From an optimization exercise on the open Yosys and OpenROAD flow, aimed at small area, a short achievable clock period and few clock cycles per item; shortcuts taken in it are not production practice.
Only simulation tests tie the RTL to the original design; equivalence was not proved.

## flow/design.v (module list and top-level ports; edited modules follow where they fit)
// module atc_fifo: 46 lines
// module atc_front: 84 lines
// module atc_back: 2825 lines
// module accel_tilt_smoother: 39 lines
module accel_tilt_smoother (
    input  logic               aclk,
    input  logic               aresetn,
    input  logic               s_valid,
    output logic               s_ready,
    input  logic signed [15:0] s_accel_x,
    input  logic signed [15:0] s_accel_y,
    input  logic signed [15:0] s_accel_z,
    output logic               m_valid,
    input  logic               m_ready,
    output logic signed [15:0] m_mean_x,
    output logic signed [15:0] m_mean_y,
    output logic signed [15:0] m_mean_z,
    output logic signed [15:0] m_tilt_x,
    output logic signed [15:0] m_tilt_y,
    output logic [7:0]         m_servo_x,
    output logic [7:0]         m_servo_y
);
  // ...
==> flow/flow/run.sh <==
#!/bin/bash
# Layout flow: the standard layout (standard.sh: the standard synthesis and
# the ORFS steps to finish, same SDC and clock period), with two changes in how
# the layout is made:
#  - the buffers that buffer_ports puts on every input and output port are
#    sky130_fd_sc_hd__buf_2 cells instead of the library's default choice
#  - timing repair works to a 6.6 ns setup margin on the 10 ns clock, so that
#    it speeds up every path slower than 3.4 ns
# make's full output goes to standard.log here; each ORFS step also keeps its
# own log under orfs/logs/.
set -euo pipefail
cd "$(dirname "${BASH_SOURCE[0]}")/.."
export BUFFER_PORTS_ARGS="-buffer_cell sky130_fd_sc_hd__buf_2"
export SETUP_SLACK_MARGIN=6.6
bash standard.sh > standard.log 2>&1
==> flow/standard.sh <==
#!/bin/bash
# synth_recipe.tcl (not shown) runs the flow's synth.tcl, then flattens the netlist and writes it again
# the make line also repeats each setting of config.mk as NAME=value (left out here)
make -C /OpenROAD-flow-scripts/flow DESIGN_CONFIG=/design/flow/config.mk WORK_HOME=/design/flow/orfs CLKGATE_MAP_FILE= SYNTH_SCRIPT=/design/flow/synth_recipe.tcl "${@:-finish}"
==> flow/config.mk <==
export PLATFORM = sky130hd
export DESIGN_NAME = accel_tilt_smoother
export DESIGN_NICKNAME = accel_tilt_smoother
export VERILOG_FILES = /design/flow/design.v
export SDC_FILE = /design/flow/constraint.sdc
export NUM_CORES = 4
export LEC_CHECK = 0
export ABC_AREA = 1
export CAP_MARGIN = 20
export CORE_MARGIN = 2
export CORE_UTILIZATION = 50
export PLACE_DENSITY = 0.62
export SLEW_MARGIN = 20
==> flow/constraint.sdc <==
create_clock -name core_clock -period 10.0 [get_ports {aclk}]
set_input_delay 2.0000 -clock core_clock [delete_from_list [all_inputs] [get_ports {aclk}]]
set_output_delay 2.0000 -clock core_clock [all_outputs]
set_load 0.01 [all_outputs]
==> results.cfg, run 1 <==
[cts]
cts-root-buf = clkbuf_16
clk-insertion-delay-late_ps = 1090

[finish]
utilization_pct = 55.9
regArea_um2 = 116000
antennaDiodeCount = 17
design.seq.count = 5488
fin_area_um2 = 291000
bufAreaShareNonClock_pct = 0.624

[sta]
finalCritPeriodShare_pct = 38.2
tightestPinTransition_ps = 1220
rsz0062_at_grt = yes

[die]
io-pin-count = 150
core-area_um2 = 521000

[critical_path]
cpMaxStageDelayCell = edfxtp_1
cp-startpoint = u_out.m_data[63]
worstSetupPathType = reg2out
arrival_ps = 1820
cpLargestDelayFamily = flip-flops
reg2regPathDepth = 16

[detailed_routing]
met1_length_um = 317000
highest_layer = met5
wl_met3_um = 31300
wl_met2_um = 328000
vias = 194703
ant_nets = 0
route.detailed.drc = 0

[hold_path]
holdCritPathClass = reg2reg
min_from = u_back.Sy_s19[17]

[synthesis]
syn_inst = 29825
synth_area_leaders = dfxtp_1 38%, ha_1 9.2%, nand2_1 9.1%, edfxtp_1 6.6%, fa_1 5.6%
synthXorXnorAreaFrac_pct = 8.91
ys_seq_area_share_pct = 44.2

[placed_design]
io_buffers = 149
dp_hpwl_um = 552000
place.gp.congestion = 0.970
postPlaceCellArea_um2 = 270000

[run]
max_cap_viol_count = 0

[outcome]
status = no timing/DRC/antenna violations

[global_routing]
grt_pass1_wl_um = 1080000
grt_remaining_overflow = 0
Testbench counts, summed over its fixed seeds: cycles 1,048, items 768.
==> module atc_front, before the edit <==
module atc_front (
    input  logic               aclk,
    input  logic               aresetn,
    input  logic               recirc,
    input  logic               recirc_next,
    input  logic               s_valid,
    output logic               s_ready,
    input  logic signed [15:0] s_accel_x,
    input  logic signed [15:0] s_accel_y,
    input  logic signed [15:0] s_accel_z,
    output logic               entering,
    output logic [18:0]        sum_x,
    output logic [18:0]        sum_y,
    output logic [18:0]        sum_z
);
    logic [47:0] in_reg;
    logic        in_v;
    logic [47:0] w [7];
    logic [18:0] tx_reg, ty_reg, tz_reg;
    logic [2:0]  fill;
    logic        full;
    logic [18:0] ox, oy, oz;
    logic [18:0] cx_s, cx_c, cy_s, cy_c, cz_s, cz_c;
    logic in_v_next, ready, ready_q;
    assign ready     = !in_v || !recirc;
    assign entering  = in_v && !recirc;
    assign in_v_next = ready ? s_valid : in_v;
    assign s_ready   = ready_q;
    always_ff @(posedge aclk) begin
        if (ready) begin
            in_reg <= {s_accel_x, s_accel_y, s_accel_z};
        end
    end
    always_ff @(posedge aclk) begin
        if (!aresetn) begin
            in_v    <= 1'b0;
            ready_q <= 1'b1;
        end else begin
            in_v    <= in_v_next;
            ready_q <= !in_v_next || !recirc_next;
        end
    end
    assign sum_x = tx_reg + 19'($signed(in_reg[47:32]));
    assign sum_y = ty_reg + 19'($signed(in_reg[31:16]));
    assign sum_z = tz_reg + 19'($signed(in_reg[15:0]));
    assign ox   = full ? 19'($signed(w[6][47:32])) : 19'd0;
    assign oy   = full ? 19'($signed(w[6][31:16])) : 19'd0;
    assign oz   = full ? 19'($signed(w[6][15:0]))  : 19'd0;
    function automatic logic [37:0] csa3(input logic [18:0] a, input logic [18:0] b,
                                         input logic [18:0] c);
        logic [18:0] s, k;
        s = a ^ b ^ c;
        k = (a & b) | (a & c) | (b & c);
        csa3 = {s, k[17:0], 1'b0};
    endfunction
    assign {cx_s, cx_c} = csa3(tx_reg, 19'($signed(in_reg[47:32])), ~ox);
    assign {cy_s, cy_c} = csa3(ty_reg, 19'($signed(in_reg[31:16])), ~oy);
    assign {cz_s, cz_c} = csa3(tz_reg, 19'($signed(in_reg[15:0])), ~oz);
    always_ff @(posedge aclk) begin
        if (entering) begin
            w[0] <= in_reg;
            for (int k = 1; k < 7; k++) begin
                w[k] <= w[k-1];
            end
        end
    end
    always_ff @(posedge aclk) begin
        if (!aresetn) begin
            tx_reg <= '0;
            ty_reg <= '0;
            tz_reg <= '0;
            fill   <= '0;
            full   <= 1'b0;
        end else if (entering) begin
            tx_reg <= cx_s + cx_c + 19'd1;
            ty_reg <= cy_s + cy_c + 19'd1;
            tz_reg <= cz_s + cz_c + 19'd1;
            if (!full) begin
                fill <= fill + 3'd1;
                full <= (fill == 3'd6);
            end
        end
    end
endmodule
==> module accel_tilt_smoother, before the edit <==
module accel_tilt_smoother (
    input  logic               aclk,
    input  logic               aresetn,
    input  logic               s_valid,
    output logic               s_ready,
    input  logic signed [15:0] s_accel_x,
    input  logic signed [15:0] s_accel_y,
    input  logic signed [15:0] s_accel_z,
    output logic               m_valid,
    input  logic               m_ready,
    output logic signed [15:0] m_mean_x,
    output logic signed [15:0] m_mean_y,
    output logic signed [15:0] m_mean_z,
    output logic signed [15:0] m_tilt_x,
    output logic signed [15:0] m_tilt_y,
    output logic [7:0]         m_servo_x,
    output logic [7:0]         m_servo_y
);
    logic        room, room_next, recirc, recirc_next, deliver, entering;
    logic [18:0] sum_x, sum_y, sum_z;
    logic [95:0] out_data, m_data;
    atc_front u_front (
        .aclk(aclk), .aresetn(aresetn), .recirc(recirc), .recirc_next(recirc_next),
        .s_valid(s_valid), .s_ready(s_ready),
        .s_accel_x(s_accel_x), .s_accel_y(s_accel_y), .s_accel_z(s_accel_z),
        .entering(entering), .sum_x(sum_x), .sum_y(sum_y), .sum_z(sum_z)
    );
    atc_back u_back (
        .aclk(aclk), .aresetn(aresetn), .room_next(room_next), .entering(entering),
        .sum_x(sum_x), .sum_y(sum_y), .sum_z(sum_z),
        .recirc(recirc), .recirc_next(recirc_next), .deliver(deliver), .out_data(out_data)
    );
    atc_fifo u_out (
        .aclk(aclk), .aresetn(aresetn),
        .push(deliver), .push_data(out_data),
        .room(room), .room_next(room_next), .m_valid(m_valid), .m_ready(m_ready), .m_data(m_data)
    );
    assign {m_mean_x, m_mean_y, m_mean_z, m_tilt_x, m_tilt_y, m_servo_x, m_servo_y} = m_data;
endmodule
==> run 2: changes to the inputs <==
--- a/flow/design.v
+++ b/flow/design.v
@@ -48,16 +48,18 @@
         end
     end
 endmodule
 module atc_front (
     input  logic               aclk,
     input  logic               aresetn,
     input  logic               recirc,
     input  logic               recirc_next,
+    input  logic               replay,
+    input  logic               replay_next,
     input  logic               s_valid,
     output logic               s_ready,
     input  logic signed [15:0] s_accel_x,
     input  logic signed [15:0] s_accel_y,
     input  logic signed [15:0] s_accel_z,
     output logic               entering,
     output logic [18:0]        sum_x,
     output logic [18:0]        sum_y,
@@ -67,32 +69,32 @@
     logic        in_v;
     logic [47:0] w [7];
     logic [18:0] tx_reg, ty_reg, tz_reg;
     logic [2:0]  fill;
     logic        full;
     logic [18:0] ox, oy, oz;
     logic [18:0] cx_s, cx_c, cy_s, cy_c, cz_s, cz_c;
     logic in_v_next, ready, ready_q;
-    assign ready     = !in_v || !recirc;
-    assign entering  = in_v && !recirc;
+    assign ready     = !in_v || (!recirc && !replay);
+    assign entering  = in_v && !recirc && !replay;
     assign in_v_next = ready ? s_valid : in_v;
     assign s_ready   = ready_q;
     always_ff @(posedge aclk) begin
         if (ready) begin
             in_reg <= {s_accel_x, s_accel_y, s_accel_z};
         end
     end
     always_ff @(posedge aclk) begin
         if (!aresetn) begin
             in_v    <= 1'b0;
             ready_q <= 1'b1;
         end else begin
             in_v    <= in_v_next;
-            ready_q <= !in_v_next || !recirc_next;
+            ready_q <= !in_v_next || (!recirc_next && !replay_next);
         end
     end
     assign sum_x = tx_reg + 19'($signed(in_reg[47:32]));
     assign sum_y = ty_reg + 19'($signed(in_reg[31:16]));
     assign sum_z = tz_reg + 19'($signed(in_reg[15:0]));
     assign ox   = full ? 19'($signed(w[6][47:32])) : 19'd0;
     assign oy   = full ? 19'($signed(w[6][31:16])) : 19'd0;
     assign oz   = full ? 19'($signed(w[6][15:0]))  : 19'd0;
@@ -137,21 +139,24 @@
     input  logic        aresetn,
     input  logic        room_next,
     input  logic        entering,
     input  logic [18:0] sum_x,
     input  logic [18:0] sum_y,
     input  logic [18:0] sum_z,
     output logic        recirc,
     output logic        recirc_next,
+    output logic        replay,
+    output logic        replay_next,
     output logic        deliver,
     output logic [95:0] out_data
 );
     logic [33:0] v;
-    logic [5:0] next_tag, exp_tag;
+    logic [5:0] vcount, vcount_next, blk, blk_next;
+    logic            fail;
     logic [18:0] Sx_s0;
     logic [18:0] Sx_s1;
     logic [18:0] Sx_s2;
     logic [18:0] Sx_s3;
     logic [18:0] Sx_s4;
     logic [18:0] Sx_s5;
     logic [18:0] Sx_s6;
     logic [18:0] Sx_s7;
@@ -831,70 +836,39 @@
     logic [0:0] cbd15_s31;
     logic [0:0] cbd15_s32;
     logic [15:0] tx_s32;
     logic [15:0] tx_s33;
     logic [15:0] ty_s32;
     logic [15:0] ty_s33;
     logic [7:0] sx_s33;
     logic [7:0] sy_s33;
-    logic [5:0] tag_s0;
-    logic [5:0] tag_s1;
-    logic [5:0] tag_s2;
-    logic [5:0] tag_s3;
-    logic [5:0] tag_s4;
-    logic [5:0] tag_s5;
-    logic [5:0] tag_s6;
-    logic [5:0] tag_s7;
-    logic [5:0] tag_s8;
-    logic [5:0] tag_s9;
-    logic [5:0] tag_s10;
-    logic [5:0] tag_s11;
-    logic [5:0] tag_s12;
-    logic [5:0] tag_s13;
-    logic [5:0] tag_s14;
-    logic [5:0] tag_s15;
-    logic [5:0] tag_s16;
-    logic [5:0] tag_s17;
-    logic [5:0] tag_s18;
-    logic [5:0] tag_s19;
-    logic [5:0] tag_s20;
-    logic [5:0] tag_s21;
-    logic [5:0] tag_s22;
-    logic [5:0] tag_s23;
-    logic [5:0] tag_s24;
-    logic [5:0] tag_s25;
-    logic [5:0] tag_s26;
-    logic [5:0] tag_s27;
-    logic [5:0] tag_s28;
-    logic [5:0] tag_s29;
-    logic [5:0] tag_s30;
-    logic [5:0] tag_s31;
-    logic [5:0] tag_s32;
-    logic [5:0] tag_s33;
-    logic [5:0] exp_next;
     assign deliver     = v[33] && !recirc;
-    assign exp_next    = exp_tag + 6'(deliver);
-    assign recirc_next = v[32] && !((tag_s32 == exp_next) && room_next);
+    assign fail        = recirc && (blk == '0);
+    assign blk_next    = fail ? 6'(32) : ((blk == '0) ? blk : blk - 6'(1));
+    assign vcount_next = vcount + 6'(entering) - 6'(deliver);
+    assign replay_next = (replay || fail) && (vcount_next != '0);
+    assign recirc_next = v[32] && !(room_next && (blk_next == '0));
     assign v[0]    = recirc || entering;
     assign Sx_s0   = recirc ? Sx_s33 : sum_x;
     assign Sy_s0   = recirc ? Sy_s33 : {sum_y[18], sum_y[17:0] ^ {18{sum_y[18]}}};
     assign Sz_s0   = recirc ? Sz_s33 : {sum_z[18], sum_z[17:0] ^ {18{sum_z[18]}}};
-    assign tag_s0  = recirc ? tag_s33 : next_tag;
     always_ff @(posedge aclk) begin
         if (!aresetn) begin
             v[33:1]  <= '0;
             recirc   <= 1'b0;
-            next_tag <= '0;
-            exp_tag  <= '0;
+            vcount   <= '0;
+            blk      <= '0;
+            replay   <= 1'b0;
         end else begin
             v[33:1]  <= v[32:0];
             recirc   <= recirc_next;
-            next_tag <= next_tag + 6'(entering);
-            exp_tag  <= exp_next;
+            vcount   <= vcount_next;
+            blk      <= blk_next;
+            replay   <= replay_next;
         end
     end
     wire [17:0] sqa_y = Sy_s1[17:0];
     wire [17:0] sqa_z = Sz_s1[17:0];
     wire sqt0_s0 = (sqa_y[0] & sqa_y[15]) ^ (sqa_y[1] & sqa_y[14]);
     wire sqt0_c0 = (sqa_y[0] & sqa_y[15]) & (sqa_y[1] & sqa_y[14]);
     wire sqt0_s1 = (sqa_y[0] & sqa_y[17]) ^ (sqa_y[1] & sqa_y[16]) ^ (sqa_y[2] & sqa_y[15]);
     wire sqt0_c1 = ((sqa_y[0] & sqa_y[17]) & (sqa_y[1] & sqa_y[16])) | ((sqa_y[0] & sqa_y[17]) & (sqa_y[2] & sqa_y[15])) | ((sqa_y[1] & sqa_y[16]) & (sqa_y[2] & sqa_y[15]));
@@ -2387,214 +2361,194 @@
     wire [21:0] svy_p = svy_s2 + svy_c2 + 22'd737280;
     wire svy_lo = $signed(ty_s33) < -16'sd16384;
     wire svy_hi = !ty_s33[15];
     assign sy_s33 = svy_lo ? 8'd0 : (svy_hi ? 8'd180 : svy_p[19:12]);
     always_ff @(posedge aclk) begin
         Sx_s1 <= Sx_s0;
         Sy_s1 <= Sy_s0;
         Sz_s1 <= Sz_s0;
-        tag_s1 <= tag_s0;
         Sx_s2 <= Sx_s1;
         Sy_s2 <= Sy_s1;
         Sz_s2 <= Sz_s1;
         qr0_0_s2 <= qr0_0_s1;
         qr0_1_s2 <= qr0_1_s1;
         qr0_2_s2 <= qr0_2_s1;
         qr0_3_s2 <= qr0_3_s1;
         qr0_4_s2 <= qr0_4_s1;
         qr0_5_s2 <= qr0_5_s1;
         qr0_6_s2 <= qr0_6_s1;
         qr0_7_s2 <= qr0_7_s1;
         qr0_8_s2 <= qr0_8_s1;
-        tag_s2 <= tag_s1;
         Sx_s3 <= Sx_s2;
         Sy_s3 <= Sy_s2;
         Sz_s3 <= Sz_s2;
         qr1_0_s3 <= qr1_0_s2;
         qr1_1_s3 <= qr1_1_s2;
-        tag_s3 <= tag_s2;
         Sx_s4 <= Sx_s3;
         Sy_s4 <= Sy_s3;
         Sz_s4 <= Sz_s3;
         q4_0_s4 <= q4_0_s3;
         q4_1_s4 <= q4_1_s3;
         q4_2_s4 <= q4_2_s3;
         q4_3_s4 <= q4_3_s3;
         q4_4_s4 <= q4_4_s3;
         q4_5_s4 <= q4_5_s3;
         q4_6_s4 <= q4_6_s3;
         q4_7_s4 <= q4_7_s3;
         q4_8_s4 <= q4_8_s3;
         q4_9_s4 <= q4_9_s3;
-        tag_s4 <= tag_s3;
         Sx_s5 <= Sx_s4;
         Sy_s5 <= Sy_s4;
         Sz_s5 <= Sz_s4;
         q4_2_s5 <= q4_2_s4;
         q4_3_s5 <= q4_3_s4;
         q4_4_s5 <= q4_4_s4;
         q4_5_s5 <= q4_5_s4;
         q4_6_s5 <= q4_6_s4;
         q4_7_s5 <= q4_7_s4;
         q4_8_s5 <= q4_8_s4;
         q4_9_s5 <= q4_9_s4;
         rem2_s5 <= rem2_s4;
         root2_s5 <= root2_s4;
-        tag_s5 <= tag_s4;
         Sx_s6 <= Sx_s5;
         Sy_s6 <= Sy_s5;
         Sz_s6 <= Sz_s5;
         q4_3_s6 <= q4_3_s5;
         q4_4_s6 <= q4_4_s5;
         q4_5_s6 <= q4_5_s5;
         q4_6_s6 <= q4_6_s5;
         q4_7_s6 <= q4_7_s5;
         q4_8_s6 <= q4_8_s5;
         q4_9_s6 <= q4_9_s5;
         rem3_s6 <= rem3_s5;
         root3_s6 <= root3_s5;
-        tag_s6 <= tag_s5;
         Sx_s7 <= Sx_s6;
         Sy_s7 <= Sy_s6;
         Sz_s7 <= Sz_s6;
         q4_4_s7 <= q4_4_s6;
         q4_5_s7 <= q4_5_s6;
         q4_6_s7 <= q4_6_s6;
         q4_7_s7 <= q4_7_s6;
         q4_8_s7 <= q4_8_s6;
         q4_9_s7 <= q4_9_s6;
         rem4_s7 <= rem4_s6;
         root4_s7 <= root4_s6;
-        tag_s7 <= tag_s6;
         Sx_s8 <= Sx_s7;
         Sy_s8 <= Sy_s7;
         Sz_s8 <= Sz_s7;
         q4_5_s8 <= q4_5_s7;
         q4_6_s8 <= q4_6_s7;
         q4_7_s8 <= q4_7_s7;
         q4_8_s8 <= q4_8_s7;
         q4_9_s8 <= q4_9_s7;
         rem5_s8 <= rem5_s7;
         root5_s8 <= root5_s7;
-        tag_s8 <= tag_s7;
         Sx_s9 <= Sx_s8;
         Sy_s9 <= Sy_s8;
         Sz_s9 <= Sz_s8;
         q4_6_s9 <= q4_6_s8;
         q4_7_s9 <= q4_7_s8;
         q4_8_s9 <= q4_8_s8;
         q4_9_s9 <= q4_9_s8;
         rem6_s9 <= rem6_s8;
         root6_s9 <= root6_s8;
-        tag_s9 <= tag_s8;
         Sx_s10 <= Sx_s9;
         Sy_s10 <= Sy_s9;
         Sz_s10 <= Sz_s9;
         q4_7_s10 <= q4_7_s9;
         q4_8_s10 <= q4_8_s9;
         q4_9_s10 <= q4_9_s9;
         rem7_s10 <= rem7_s9;
         root7_s10 <= root7_s9;
-        tag_s10 <= tag_s9;
         Sx_s11 <= Sx_s10;
         Sy_s11 <= Sy_s10;
         Sz_s11 <= Sz_s10;
         q4_8_s11 <= q4_8_s10;
         q4_9_s11 <= q4_9_s10;
         rem8_s11 <= rem8_s10;
         root8_s11 <= root8_s10;
-        tag_s11 <= tag_s10;
         Sx_s12 <= Sx_s11;
         Sy_s12 <= Sy_s11;
         Sz_s12 <= Sz_s11;
         q4_9_s12 <= q4_9_s11;
         rem9_s12 <= rem9_s11;
         root9_s12 <= root9_s11;
-        tag_s12 <= tag_s11;
         Sx_s13 <= Sx_s12;
         Sy_s13 <= Sy_s12;
         Sz_s13 <= Sz_s12;
         rem10_s13 <= rem10_s12;
         root10_s13 <= root10_s12;
-        tag_s13 <= tag_s12;
         Sx_s14 <= Sx_s13;
         Sy_s14 <= Sy_s13;
         Sz_s14 <= Sz_s13;
         rem11_s14 <= rem11_s13;
         root11_s14 <= root11_s13;
-        tag_s14 <= tag_s13;
         Sx_s15 <= Sx_s14;
         Sy_s15 <= Sy_s14;
         Sz_s15 <= Sz_s14;
         rem12_s15 <= rem12_s14;
         root12_s15 <= root12_s14;
-        tag_s15 <= tag_s14;
         Sx_s16 <= Sx_s15;
         Sy_s16 <= Sy_s15;
         Sz_s16 <= Sz_s15;
         rem13_s16 <= rem13_s15;
         root13_s16 <= root13_s15;
-        tag_s16 <= tag_s15;
         Sx_s17 <= Sx_s16;
         Sy_s17 <= Sy_s16;
         Sz_s17 <= Sz_s16;
         cax0_s17 <= cax0_s16;
         cay0_s17 <= cay0_s16;
         caz_s17 <= caz_s16;
         caq_s17 <= caq_s16;
         cbx0_s17 <= cbx0_s16;
         cby0_s17 <= cby0_s16;
         cbz_s17 <= cbz_s16;
-        tag_s17 <= tag_s16;
         Sx_s18 <= Sx_s17;
         Sy_s18 <= Sy_s17;
         Sz_s18 <= Sz_s17;
         caz_s18 <= caz_s17;
         caq_s18 <= caq_s17;
         cad0_s18 <= cad0_s17;
         cay1_s18 <= cay1_s17;
         cax1_s18 <= cax1_s17;
         cbz_s18 <= cbz_s17;
         cbd0_s18 <= cbd0_s17;
         cby1_s18 <= cby1_s17;
         cbx1_s18 <= cbx1_s17;
-        tag_s18 <= tag_s17;
         Sx_s19 <= Sx_s18;
         Sy_s19 <= Sy_s18;
         Sz_s19 <= Sz_s18;
         caz_s19 <= caz_s18;
         caq_s19 <= caq_s18;
         cad0_s19 <= cad0_s18;
         cad1_s19 <= cad1_s18;
         cay2_s19 <= cay2_s18;
         cax2_s19 <= cax2_s18;
         cbz_s19 <= cbz_s18;
         cbd0_s19 <= cbd0_s18;
         cbd1_s19 <= cbd1_s18;
         cby2_s19 <= cby2_s18;
         cbx2_s19 <= cbx2_s18;
-        tag_s19 <= tag_s18;
         Sx_s20 <= Sx_s19;
         Sy_s20 <= Sy_s19;
         Sz_s20 <= Sz_s19;
         caz_s20 <= caz_s19;
         caq_s20 <= caq_s19;
         cad0_s20 <= cad0_s19;
         cad1_s20 <= cad1_s19;
         cad2_s20 <= cad2_s19;
         cay3_s20 <= cay3_s19;
         cax3_s20 <= cax3_s19;
         cbz_s20 <= cbz_s19;
         cbd0_s20 <= cbd0_s19;
         cbd1_s20 <= cbd1_s19;
         cbd2_s20 <= cbd2_s19;
         cby3_s20 <= cby3_s19;
         cbx3_s20 <= cbx3_s19;
-        tag_s20 <= tag_s19;
         Sx_s21 <= Sx_s20;
         Sy_s21 <= Sy_s20;
         Sz_s21 <= Sz_s20;
         caz_s21 <= caz_s20;
         caq_s21 <= caq_s20;
         cad0_s21 <= cad0_s20;
         cad1_s21 <= cad1_s20;
         cad2_s21 <= cad2_s20;
@@ -2603,17 +2557,16 @@
         cax4_s21 <= cax4_s20;
         cbz_s21 <= cbz_s20;
         cbd0_s21 <= cbd0_s20;
         cbd1_s21 <= cbd1_s20;
         cbd2_s21 <= cbd2_s20;
         cbd3_s21 <= cbd3_s20;
         cby4_s21 <= cby4_s20;
         cbx4_s21 <= cbx4_s20;
-        tag_s21 <= tag_s20;
         Sx_s22 <= Sx_s21;
         Sy_s22 <= Sy_s21;
         Sz_s22 <= Sz_s21;
         caz_s22 <= caz_s21;
         caq_s22 <= caq_s21;
         cad0_s22 <= cad0_s21;
         cad1_s22 <= cad1_s21;
         cad2_s22 <= cad2_s21;
@@ -2624,17 +2577,16 @@
         cbz_s22 <= cbz_s21;
         cbd0_s22 <= cbd0_s21;
         cbd1_s22 <= cbd1_s21;
         cbd2_s22 <= cbd2_s21;
         cbd3_s22 <= cbd3_s21;
         cbd4_s22 <= cbd4_s21;
         cby5_s22 <= cby5_s21;
         cbx5_s22 <= cbx5_s21;
-        tag_s22 <= tag_s21;
         Sx_s23 <= Sx_s22;
         Sy_s23 <= Sy_s22;
         Sz_s23 <= Sz_s22;
         caz_s23 <= caz_s22;
         caq_s23 <= caq_s22;
         cad0_s23 <= cad0_s22;
         cad1_s23 <= cad1_s22;
         cad2_s23 <= cad2_s22;
@@ -2647,17 +2599,16 @@
         cbd0_s23 <= cbd0_s22;
         cbd1_s23 <= cbd1_s22;
         cbd2_s23 <= cbd2_s22;
         cbd3_s23 <= cbd3_s22;
         cbd4_s23 <= cbd4_s22;
         cbd5_s23 <= cbd5_s22;
         cby6_s23 <= cby6_s22;
         cbx6_s23 <= cbx6_s22;
-        tag_s23 <= tag_s22;
         Sx_s24 <= Sx_s23;
         Sy_s24 <= Sy_s23;
         Sz_s24 <= Sz_s23;
         caz_s24 <= caz_s23;
         caq_s24 <= caq_s23;
         cad0_s24 <= cad0_s23;
         cad1_s24 <= cad1_s23;
         cad2_s24 <= cad2_s23;
@@ -2672,17 +2623,16 @@
         cbd1_s24 <= cbd1_s23;
         cbd2_s24 <= cbd2_s23;
         cbd3_s24 <= cbd3_s23;
         cbd4_s24 <= cbd4_s23;
         cbd5_s24 <= cbd5_s23;
         cbd6_s24 <= cbd6_s23;
         cby7_s24 <= cby7_s23;
         cbx7_s24 <= cbx7_s23;
-        tag_s24 <= tag_s23;
         Sx_s25 <= Sx_s24;
         Sy_s25 <= Sy_s24;
         Sz_s25 <= Sz_s24;
         caz_s25 <= caz_s24;
         caq_s25 <= caq_s24;
         cad0_s25 <= cad0_s24;
         cad1_s25 <= cad1_s24;
         cad2_s25 <= cad2_s24;
@@ -2699,17 +2649,16 @@
         cbd2_s25 <= cbd2_s24;
         cbd3_s25 <= cbd3_s24;
         cbd4_s25 <= cbd4_s24;
         cbd5_s25 <= cbd5_s24;
         cbd6_s25 <= cbd6_s24;
         cbd7_s25 <= cbd7_s24;
         cby8_s25 <= cby8_s24;
         cbx8_s25 <= cbx8_s24;
-        tag_s25 <= tag_s24;
         Sx_s26 <= Sx_s25;
         Sy_s26 <= Sy_s25;
         Sz_s26 <= Sz_s25;
         caz_s26 <= caz_s25;
         caq_s26 <= caq_s25;
         cad0_s26 <= cad0_s25;
         cad1_s26 <= cad1_s25;
         cad2_s26 <= cad2_s25;
@@ -2728,17 +2677,16 @@
         cbd3_s26 <= cbd3_s25;
         cbd4_s26 <= cbd4_s25;
         cbd5_s26 <= cbd5_s25;
         cbd6_s26 <= cbd6_s25;
         cbd7_s26 <= cbd7_s25;
         cbd8_s26 <= cbd8_s25;
         cby9_s26 <= cby9_s25;
         cbx9_s26 <= cbx9_s25;
-        tag_s26 <= tag_s25;
         Sx_s27 <= Sx_s26;
         Sy_s27 <= Sy_s26;
         Sz_s27 <= Sz_s26;
         caz_s27 <= caz_s26;
         caq_s27 <= caq_s26;
         cad0_s27 <= cad0_s26;
         cad1_s27 <= cad1_s26;
         cad2_s27 <= cad2_s26;
@@ -2759,17 +2707,16 @@
         cbd4_s27 <= cbd4_s26;
         cbd5_s27 <= cbd5_s26;
         cbd6_s27 <= cbd6_s26;
         cbd7_s27 <= cbd7_s26;
         cbd8_s27 <= cbd8_s26;
         cbd9_s27 <= cbd9_s26;
         cby10_s27 <= cby10_s26;
         cbx10_s27 <= cbx10_s26;
-        tag_s27 <= tag_s26;
         Sx_s28 <= Sx_s27;
         Sy_s28 <= Sy_s27;
         Sz_s28 <= Sz_s27;
         caz_s28 <= caz_s27;
         caq_s28 <= caq_s27;
         cad0_s28 <= cad0_s27;
         cad1_s28 <= cad1_s27;
         cad2_s28 <= cad2_s27;
@@ -2792,17 +2739,16 @@
         cbd5_s28 <= cbd5_s27;
         cbd6_s28 <= cbd6_s27;
         cbd7_s28 <= cbd7_s27;
         cbd8_s28 <= cbd8_s27;
         cbd9_s28 <= cbd9_s27;
         cbd10_s28 <= cbd10_s27;
         cby11_s28 <= cby11_s27;
         cbx11_s28 <= cbx11_s27;
-        tag_s28 <= tag_s27;
         Sx_s29 <= Sx_s28;
         Sy_s29 <= Sy_s28;
         Sz_s29 <= Sz_s28;
         caz_s29 <= caz_s28;
         caq_s29 <= caq_s28;
         cad0_s29 <= cad0_s28;
         cad1_s29 <= cad1_s28;
         cad2_s29 <= cad2_s28;
@@ -2827,17 +2773,16 @@
         cbd6_s29 <= cbd6_s28;
         cbd7_s29 <= cbd7_s28;
         cbd8_s29 <= cbd8_s28;
         cbd9_s29 <= cbd9_s28;
         cbd10_s29 <= cbd10_s28;
         cbd11_s29 <= cbd11_s28;
         cby12_s29 <= cby12_s28;
         cbx12_s29 <= cbx12_s28;
-        tag_s29 <= tag_s28;
         Sx_s30 <= Sx_s29;
         Sy_s30 <= Sy_s29;
         Sz_s30 <= Sz_s29;
         caz_s30 <= caz_s29;
         caq_s30 <= caq_s29;
         cad0_s30 <= cad0_s29;
         cad1_s30 <= cad1_s29;
         cad2_s30 <= cad2_s29;
@@ -2864,17 +2809,16 @@
         cbd7_s30 <= cbd7_s29;
         cbd8_s30 <= cbd8_s29;
         cbd9_s30 <= cbd9_s29;
         cbd10_s30 <= cbd10_s29;
         cbd11_s30 <= cbd11_s29;
         cbd12_s30 <= cbd12_s29;
         cby13_s30 <= cby13_s29;
         cbx13_s30 <= cbx13_s29;
-        tag_s30 <= tag_s29;
         Sx_s31 <= Sx_s30;
         Sy_s31 <= Sy_s30;
         Sz_s31 <= Sz_s30;
         caz_s31 <= caz_s30;
         caq_s31 <= caq_s30;
         cad0_s31 <= cad0_s30;
         cad1_s31 <= cad1_s30;
         cad2_s31 <= cad2_s30;
@@ -2903,17 +2847,16 @@
         cbd8_s31 <= cbd8_s30;
         cbd9_s31 <= cbd9_s30;
         cbd10_s31 <= cbd10_s30;
         cbd11_s31 <= cbd11_s30;
         cbd12_s31 <= cbd12_s30;
         cbd13_s31 <= cbd13_s30;
         cby14_s31 <= cby14_s30;
         cbx14_s31 <= cbx14_s30;
-        tag_s31 <= tag_s30;
         Sx_s32 <= Sx_s31;
         Sy_s32 <= Sy_s31;
         Sz_s32 <= Sz_s31;
         caz_s32 <= caz_s31;
         caq_s32 <= caq_s31;
         cad0_s32 <= cad0_s31;
         cad1_s32 <= cad1_s31;
         cad2_s32 <= cad2_s31;
@@ -2942,23 +2885,21 @@
         cbd8_s32 <= cbd8_s31;
         cbd9_s32 <= cbd9_s31;
         cbd10_s32 <= cbd10_s31;
         cbd11_s32 <= cbd11_s31;
         cbd12_s32 <= cbd12_s31;
         cbd13_s32 <= cbd13_s31;
         cbd14_s32 <= cbd14_s31;
         cbd15_s32 <= cbd15_s31;
-        tag_s32 <= tag_s31;
         Sx_s33 <= Sx_s32;
         Sy_s33 <= Sy_s32;
         Sz_s33 <= Sz_s32;
         tx_s33 <= tx_s32;
         ty_s33 <= ty_s32;
-        tag_s33 <= tag_s32;
     end
     assign out_data = {mx_s33, my_s33, mz_s33, tx_s33, ty_s33, sx_s33, sy_s33};
 endmodule
 module accel_tilt_smoother (
     input  logic               aclk,
     input  logic               aresetn,
     input  logic               s_valid,
     output logic               s_ready,
@@ -2971,28 +2912,32 @@
     output logic signed [15:0] m_mean_y,
     output logic signed [15:0] m_mean_z,
     output logic signed [15:0] m_tilt_x,
     output logic signed [15:0] m_tilt_y,
     output logic [7:0]         m_servo_x,
     output logic [7:0]         m_servo_y
 );
     logic        room, room_next, recirc, recirc_next, deliver, entering;
+    logic        replay, replay_next;
     logic [18:0] sum_x, sum_y, sum_z;
     logic [95:0] out_data, m_data;
     atc_front u_front (
         .aclk(aclk), .aresetn(aresetn), .recirc(recirc), .recirc_next(recirc_next),
+        .replay(replay), .replay_next(replay_next),
         .s_valid(s_valid), .s_ready(s_ready),
         .s_accel_x(s_accel_x), .s_accel_y(s_accel_y), .s_accel_z(s_accel_z),
         .entering(entering), .sum_x(sum_x), .sum_y(sum_y), .sum_z(sum_z)
     );
     atc_back u_back (
         .aclk(aclk), .aresetn(aresetn), .room_next(room_next), .entering(entering),
         .sum_x(sum_x), .sum_y(sum_y), .sum_z(sum_z),
-        .recirc(recirc), .recirc_next(recirc_next), .deliver(deliver), .out_data(out_data)
+        .recirc(recirc), .recirc_next(recirc_next),
+        .replay(replay), .replay_next(replay_next),
+        .deliver(deliver), .out_data(out_data)
     );
     atc_fifo u_out (
         .aclk(aclk), .aresetn(aresetn),
         .push(deliver), .push_data(out_data),
         .room(room), .room_next(room_next), .m_valid(m_valid), .m_ready(m_ready), .m_data(m_data)
     );
     assign {m_mean_x, m_mean_y, m_mean_z, m_tilt_x, m_tilt_y, m_servo_x, m_servo_y} = m_data;
 endmodule
==> flow/config.mk (replaced) <==
export PLATFORM = sky130hd
export DESIGN_NAME = accel_tilt_smoother
export DESIGN_NICKNAME = accel_tilt_smoother
export VERILOG_FILES = /design/flow/design.v
export SDC_FILE = /design/flow/constraint.sdc
export NUM_CORES = 4
export LEC_CHECK = 0
export ABC_AREA = 1
export CAP_MARGIN = 20
export CORE_MARGIN = 2
export CORE_UTILIZATION = 40
export SLEW_MARGIN = 20
==> results.cfg, run 2 <==
[outcome]
status = no timing/DRC/antenna violations

[cts]
numCtsBuffers = 556
tritoncts = built
cts_buffer_depth = 4
ctsHoldBuffers = 0
htree_levels = 6
cts-root-buf = clkbuf_16
clk-insertion-delay-late_ps = 1090
clkTransAtPathRegs_ps = 60
cts_sinks = 5292

[critical_path]
cp_max_fo = 1
arrival_ps = 2010
regToRegSetupSlack_ps = 6640
regToRegStartpoint = u_back.root11_s14[8]
critPathRequiredTime_ps = 8000
cp-startpoint = u_out.m_data[8]
critical-path-max-stage-delay_ps = 730
cpLargestDelayFamily = flip-flops
cp-start-kind = flop
crit_chain = buf_2
cpMaxStageDelayCell = edfxtp_1
endpoint_kind = output port
crit_buf_inv = 1
worstSetupPathType = reg2out

[die]
start_util_pct = 40.2
die_x_um = 801
core-area_um2 = 633000
die_y_um = 801
rows = 292
design.die.area_um2 = 642000
io-pin-count = 150

[synthesis]
avgSynthCellArea_um2 = 8.84
yosysTopAreaCellShare_pct = 37.1
synth_area_leaders = dfxtp_1 37%, ha_1 9.5%, nand2_1 8.7%, edfxtp_1 6.8%, fa_1 5.8%
ys_seq_area_share_pct = 43.9
synthTopCellsByCount = 5882 x nand2_1, 4716 x dfxtp_1, 3368 x inv_1
ys_types = 87
syn_inst = 28787
ys.flop_type = dfxtp_1
synth_most_common_cell = nand2_1
synth.ff_latch_count = 5292
synth.largest_area_cell = dfxtp_1
async_reset_ff_share_pct = 0
synth_edf_count = 576
netlist_area_um2 = 254000
ys_warn_count = 4

[run]
max_cap_viol_count = 0

[finish]
mostFrequentLayoutCells = 5854 x nand2_1, 4644 x dfxtp_1, 3340 x inv_1
largest_register_ff_count = 336
syn2layout_area_growth_pct = 12.5
regMostFlops = u_front.w
fin_area_um2 = 286000
utilization_pct = 45.2
reg_top3 = u_front.w: 336 flops, u_out.m_data: 96 flops, u_out.skid: 96 flops
finish.net_count = 31957
drive_gt1_share_pct = 5.62
mostFrequentLayoutCell = nand2_1
fillers = 61391

[global_routing]
grt_pass1_vias = 186756
grt_start_max_net_pins = 180
grt_remaining_overflow = 0
antenna_found_initial = 30
grt_pass1_wl_um = 1080000
grtUsageTotal_pct = 21.0

[detailed_routing]
drt_iter0_drc = 13409
ant_nets = 0
wl_per_cell_um = 18.4
route.detailed.drc = 0
vias = 190021
first_pass_iters = 9
totalWireLength_um = 702000
via_per_inst = 4.99

[placed_design]
dp_hpwl_um = 556000
pre_cts_slack_ps = 6010
place.gp.congestion = 0.954
io_buffers = 149
postPlaceCellArea_um2 = 265000

[hold_path]
min_from = u_back.Sx_s30[14]
holdCritPathClass = reg2reg

[sta]
fmax_ghz = 0.249
finalCritPeriodShare_pct = 40.1
setup_viol = 0
fin_crit_ps = 4010
rsz0062_at_grt = yes
setup_tns_ps = 0
drv_slew = 0
whs_ps = 267
fin_ws_ps = 5990
slew_headroom_pct = 30.5
skew_ps = 88.9
tightestPinTransition_ps = 1040
hold_viol = 0
==> run 2: path summary, 6_finish.rpt <==
check,end,cells after the start
max,m_servo_x[0],1
min,u_back.Sx_s31[14],0
max reg2reg,u_back.rem12_s15[18],14
min reg2reg,u_back.Sx_s31[14],0
==> run 2: layout make-up <==
class | count | area, µm² | area share, %
repair buffers | 273 | 1860 | 0.648
well taps | 8379 | 10500 | 3.66
clock buffers | 740 | 15700 | 5.47
flip-flops and latches | 5292 | 112000 | 39.1
repair inverters | 4 | 30.0 | 0.0105
multi-input cells | 19718 | 129000 | 45.2
clock inverters | 268 | 4070 | 1.42
diodes | 18 | 45.0 | 0.0157
inverters | 3390 | 12800 | 4.47
==> run 2: timing repair <==
item,4_1_cts,5_1_grt
resized for setup,119,237
pin swaps,5,58
cloned,2,6
setup endpoints to repair,311,310
setup buffers,8,28
==> run 2: cell families after synthesis <==
| family | synth area share [%] |
|---|---|
| DFF | 43.9 |
| xor gates and xnor gates | 9.30 |
| AOI/OAI and AO/OA | 9.13 |
| adders and majority gates | 15.3 |
| and+or+nand+nor | 16.7 |
| buffers and inverters | 5.69 |
| other | 0.00147 |
| muxes | 0.0133 |
==> run 2: per-stage QoR <==
stage          std cells
2_1_floorplan      28788
4_1_cts            38030
6_report           38082
3_3_place_gp       37012
5_1_grt            38069
3_5_place_dp       37012
==> run 2: routing by layer <==
layer	global-route usage, %	share of wire, %	vias up
met5	0	0.0038	-
met1	28.0	45	89803
met3	2.28	4.5	1074
met4	6.08	3.1	4
met2	36.1	47	4467
li1	-	-	94673
Testbench counts of run 2, summed over its fixed seeds: cycles 1,048, items 768.
==> run 3: changes to the inputs <==
--- a/flow/config.mk
+++ b/flow/config.mk
@@ -9,4 +9,6 @@
 export CAP_MARGIN = 20
 export CORE_MARGIN = 2
 export CORE_UTILIZATION = 40
+export CTS_CLUSTER_DIAMETER = 120
+export CTS_CLUSTER_SIZE = 24
 export SLEW_MARGIN = 20
==> results.cfg, run 3 <==
[outcome]
status = no timing/DRC/antenna violations

[detailed_routing]
wl_per_cell_um = 18.5
vias = 187675
totalWireLength_um = 694000
route.detailed.drc = 0
via_per_inst = 5.01
first_pass_iters = 8
ant_nets = 0
drt_iter0_drc = 13379

[global_routing]
grtUsageTotal_pct = 20.8
antenna_found_initial = 32
grt_pass1_vias = 183232
grt_pass1_wl_um = 1060000
grt_remaining_overflow = 0
grt_start_max_net_pins = 180

[die]
start_util_pct = 40.2
design.die.area_um2 = 642000
die_y_um = 801
die_x_um = 801
core-area_um2 = 633000
io-pin-count = 150
rows = 292

[critical_path]
cpMaxStageDelayCell = edfxtp_1
critical-path-max-stage-delay_ps = 760
critPathRequiredTime_ps = 8000
r2r-end = u_back.rem12_s15[18]
reg2regPathDepth = 13
crit_buf_inv = 1
regToRegSetupSlack_ps = 6670
cpLargestDelayFamily = flip-flops
regToRegStartpoint = u_back.root11_s14[4]
arrival_ps = 1970
worstSetupPathType = reg2out
cp_max_fo = 1
crit_chain = buf_2
endpoint_kind = output port
cp-start-kind = flop

[cts]
cts-root-buf = clkbuf_16
htree_levels = 5
numCtsBuffers = 268
cts_sinks = 5292
cts_buffer_depth = 4
clkTransAtPathRegs_ps = 100
clk-insertion-delay-late_ps = 1010
tritoncts = built
ctsHoldBuffers = 0

[hold_path]
min_delay_path_depth = 0
holdCritPathClass = reg2reg
min_to = u_back.Sz_s4[16]
min_from = u_back.Sz_s3[16]

[finish]
reg_top3 = u_front.w: 336 flops, u_out.m_data: 96 flops, u_out.skid: 96 flops
mostFrequentLayoutCell = nand2_1
fillers = 62473
syn2layout_area_growth_pct = 7.89
regArea_um2 = 112000
mostFrequentLayoutCells = 5848 x nand2_1, 4636 x dfxtp_1, 3331 x inv_1
multi_input_area_um2 = 129000
regMostFlops = u_front.w
finish.net_count = 31692
drive_gt1_share_pct = 3.88
largest_register_ff_count = 336

[synthesis]
ys_warn_count = 4
async_reset_ff_share_pct = 0
synthTopCellsByCount = 5882 x nand2_1, 4716 x dfxtp_1, 3368 x inv_1
synth_edf_count = 576
avgSynthCellArea_um2 = 8.84
synth.largest_area_cell = dfxtp_1
netlist_area_um2 = 254000
synth.ff_latch_count = 5292
ys.flop_type = dfxtp_1
synth_most_common_cell = nand2_1
synth_area_leaders = dfxtp_1 37%, ha_1 9.5%, nand2_1 8.7%, edfxtp_1 6.8%, fa_1 5.8%
ys_seq_area_share_pct = 43.9
ys_types = 87
yosysTopAreaCellShare_pct = 37.1
syn_inst = 28787

[sta]
hold_viol = 0
setup_viol = 0
fin_crit_ps = 3970
setup_tns_ps = 0
slew_headroom_pct = 30.8
finalCritPeriodShare_pct = 39.7
skew_ps = 105
rsz0062_at_grt = yes
tightestPinTransition_ps = 1040
drv_slew = 0
fmax_ghz = 0.252

[run]
max_cap_viol_count = 0

[placed_design]
dp_hpwl_um = 556000
io_buffers = 149
place.gp.congestion = 0.954
## run 3: worst max path at each step
stage | from | end | slack [ps] | cells past startpoint
floorplan | m_ready | u_front.ready_q | 5950 | 10
finish | u_out.m_data[8] | m_servo_x[0] | 6030 | 1
global route | u_out.m_data[8] | m_servo_x[0] | 5920 | 1
global placement | m_ready | u_out.m_data[28] | 6030 | 5
CTS | u_out.m_data[8] | m_servo_x[0] | 5830 | 1
detailed placement | m_ready | u_out.m_data[28] | 6010 | 5
## run 3: worst reg2reg max path, delay by kind of cell, from the launching register on
| kind | cells | cell delay [ps] |
|---|---|---|
| AOI/OAI and AO/OA | 4 | 1240 |
| adders and majority gates | 2 | 850 |
| buffers and inverters | 2 | 250 |
| DFF | 1 | 500 |
| and+or+nand+nor | 5 | 390 |
## run 3: cell families after synthesis
kind of cell,synth area share (%)
simple gates,16.7
flops,43.9
compound gates,9.13
buf+inv,5.69
xor+xnor,9.30
fa+ha+maj,15.3
mux,0.0133
other cells,0.00147
## run 3: repair_timing
item	CTS	global route
resized for setup	121	275
buffers inserted	17	42
gates cloned	3	5
endpoints found under the setup margin	252	400
pin swaps	4	77
## run 3: layout make-up
| cell class | count | share of cell area [%] |
|---|---|---|
| inverter | 3390 | 4.66 |
| tap | 8379 | 3.82 |
| antenna | 20 | 0.0182 |
| timing repair buffer | 296 | 0.736 |
| timing repair inverter | 4 | 0.0109 |
| clock buffer | 313 | 2.54 |
| sequential | 5292 | 40.8 |
| clock inverter | 48 | 0.278 |
| multi-input combinational | 19718 | 47.2 |
## run 3: stage by stage
stage / util, % / setup slack (ps) / hold WS (ps) / cell area [µm²] / instances
after CTS: 43.1 / 5830 / 271 / 273000 / 37393
after detailed placement: 41.8 / 6010 / 312 / 265000 / 37012
after global routing: 43.3 / 5920 / 284 / 274000 / 37447
after floorplan: - / 5950 / 310 / 254000 / 28788
final: 43.3 / 6030 / 282 / 274000 / 37460
after global placement: 41.8 / 6030 / 310 / 265000 / 37012
## run 3: routing by layer
layer	vias to the layer above	wire length, µm	global-route usage, %
li1	93749	-	-
met1	88901	315000	28.0
met2	4141	329000	35.9
met3	878	29000	1.77
met4	6	20200	5.49
met5	-	41	0
==> run 4: changes to the inputs <==
--- a/flow/config.mk
+++ b/flow/config.mk
@@ -8,7 +8,8 @@
 export ABC_AREA = 1
 export CAP_MARGIN = 20
 export CORE_MARGIN = 2
-export CORE_UTILIZATION = 40
+export CORE_UTILIZATION = 50
 export CTS_CLUSTER_DIAMETER = 120
 export CTS_CLUSTER_SIZE = 24
+export PLACE_DENSITY = 0.62
 export SLEW_MARGIN = 20
==> results.cfg, run 4 <==
[hold_path]
holdCritPathClass = reg2reg
min_from = u_back.Sz_s32[4]

[outcome]
status = no timing/DRC/antenna violations

[placed_design]
place.gp.congestion = 0.979
dp_hpwl_um = 593000
io_buffers = 149
pre_cts_slack_ps = 5580

[finish]
regArea_um2 = 112000
finish.net_count = 31663
multi_input_area_um2 = 129000
drive_gt1_share_pct = 3.70
reg_top3 = u_front.w: 336 flops, u_out.m_data: 96 flops, u_out.skid: 96 flops
syn2layout_area_growth_pct = 7.05
fillers = 47251
regMostFlops = u_front.w
mostFrequentLayoutCell = nand2_1
largest_register_ff_count = 336
mostFrequentLayoutCells = 5858 x nand2_1, 4601 x dfxtp_1, 3346 x inv_1

[die]
core-area_um2 = 506000
design.die.area_um2 = 515000
io-pin-count = 150
die_y_um = 717
die_x_um = 717
rows = 261
start_util_pct = 50.3

[synthesis]
synth.ff_latch_count = 5292
synth_mux_area_share_pct = 0.0133
async_reset_ff_share_pct = 0
synth_most_common_cell = nand2_1
synth.largest_area_cell = dfxtp_1
yosysTopAreaCellShare_pct = 37.1
yosys.area_share.simple_pct = 16.7
syn_inst = 28787
ys_seq_area_share_pct = 43.9
synth-compound-area-share_pct = 9.13
synth_top_family_by_area = simple AND/OR/NAND/NOR gates
synth_area_leaders = dfxtp_1 37%, ha_1 9.5%, nand2_1 8.7%, edfxtp_1 6.8%, fa_1 5.8%
synthXorXnorAreaFrac_pct = 9.30
synth_edf_count = 576
synthAdderAreaFrac_pct = 15.3
avgSynthCellArea_um2 = 8.84
netlist_area_um2 = 254000
ys.flop_type = dfxtp_1
ys_warn_count = 4
synthTopCellsByCount = 5882 x nand2_1, 4716 x dfxtp_1, 3368 x inv_1
ys_types = 87

[sta]
fin_ws_ps = 5950
tightestPinTransition_ps = 1110
setup_tns_ps = 0
hold_viol = 0
finalCritPeriodShare_pct = 40.5
whs_ps = 293
fmax_ghz = 0.247
slew_headroom_pct = 25.8
rsz0062_at_grt = yes
drv_slew = 0
fin_crit_ps = 4050
setup_viol = 0
skew_ps = 80.0

[detailed_routing]
totalWireLength_um = 734000
via_per_inst = 5.28
vias = 188912
ant_nets = 0
drt_iter0_drc = 14778
first_pass_iters = 6
route.detailed.drc = 0
wl_per_cell_um = 20.5

[global_routing]
grt_start_max_net_pins = 130
use_met1_pct = 38.9
grt_pass1_wl_um = 1100000
met3_usage_pct = 2.84
grt_pass1_vias = 181385
antenna_found_initial = 49
grt_busiest_layer = met2
grtUsageMet2_pct = 45.5
grt_remaining_overflow = 0
grtUsageTotal_pct = 27.7

[cts]
cts_sinks = 5292
tritoncts = built
htree_levels = 5
cts-root-buf = clkbuf_16
clk-insertion-delay-late_ps = 990
cts_buffer_depth = 4
clkTransAtPathRegs_ps = 100
numCtsBuffers = 269

[critical_path]
endpoint_kind = output port
worstSetupPathType = reg2out
crit_buf_inv = 1
cp_max_fo = 1
cp-startpoint = u_out.m_data[2]
regToRegStartpoint = u_back.root10_s13[2]
cp-start-kind = flop
regToRegSetupSlack_ps = 6710
critical-path-max-stage-delay_ps = 780
cpLargestDelayFamily = flip-flops
cpMaxStageDelayCell = edfxtp_1
critPathRequiredTime_ps = 8000
arrival_ps = 2050
crit_chain = buf_2

[run]
max_cap_viol_count = 0
## run 4: cell count changes in the layout (fill, tap and decap cells not counted), moves of 11 or more
cell     delta
nor2_1     +13
dfxtp_1    -35
dfxtp_2    +35
inv_1      +15
inv_2      -17
buf_4      -32
nor2_2     -14
buf_2      -34
buf_6      +34
diode_2    +11
## run 4: area by class of cell
type | instances | area share (%)
diodes | 31 | 0.0285
clock buffers | 320 | 2.56
clock inverters | 49 | 0.313
inverters | 3390 | 4.70
multi-input cells | 19718 | 47.5
flip-flops and latches | 5292 | 41.1
well taps | 6706 | 3.08
repair buffers | 266 | 0.742
repair inverters | 4 | 0.0110
## run 4: stage by stage
stage / instances / utilization [%] / area (µm²)
after global placement: 35334 / 51.9 / 263000
final: 35776 / 53.8 / 272000
after detailed placement: 35334 / 51.9 / 263000
after floorplan: 28788 / - / 254000
after CTS: 35717 / 53.5 / 271000
after global routing: 35761 / 53.8 / 272000
## run 4: logic make-up (layout without fill, tap and decap cells)
group,count (synthesis),in the layout
simple gates,10151,10155
buf+inv,3782,4029
other cells,1,33
xor+xnor,2691,2691
flops,5292,5292
fa+ha+maj,2670,2670
mux,3,3
compound gates,4197,4197
## run 4: path summary, 6_finish.rpt
path	endpoint	depth (start not counted)
worst max-delay path	m_servo_y[2]	1
worst min-delay path	u_back.Sz_s33[4]	0
worst max register to register	u_back.rem11_s14[9]	14
worst min register to register	u_back.Sz_s33[4]	0
## run 4: what timing repair did
action / CTS / global route
endpoints found under the setup margin: 330 / 385
cloned: 2 / 6
resized for setup: 178 / 241
hold buffers: 0 / 0
pin swaps: 5 / 28
setup buffers: 12 / 22
## run 4: routing by layer
| metal | vias up | wire, µm | share of wire (%) |
|---|---|---|---|
| met3 | 909 | 36000 | 4.9 |
| met1 | 89592 | 340000 | 46 |
| met2 | 4715 | 336000 | 46 |
| met5 | - | 68 | 0.0093 |
| met4 | 10 | 22300 | 3.0 |
| li1 | 93686 | - | - |

## re-timing with driven ports
In the flow no input, the clock included, has a driving cell. The finished layouts below were timed again as built, in two steps.
Step 1, drivers: a clkbuf_16 drives aclk and a buf_2 each remaining input, both assumed.
Step 2 times the ports against the registers' clock, not the clock port: input delays grow and output delays shrink by t, the midpoint of the rising clock arrivals with the driver on.
Slacks: ideal / step 1 / step 2; pairs: ideal / step 1.
run | t (ns) | slack for setup (ns) | pins driven straight from the clock port
run 1 | 1.164 | 6.180 / 6.062 / 5.712 | 1
run 2 | 1.174 | 5.986 / 5.862 / 6.035 | 1
run 3 | 1.092 | 6.029 / 5.902 / 6.058 | 1
run 4 | 1.082 | 5.951 / 5.827 / 5.872 | 1
After both steps every run listed still meets setup and hold. For run 1, which loses most, drivers alone change the setup slack by -0.118 ns; drivers and shift together by -0.468 ns.
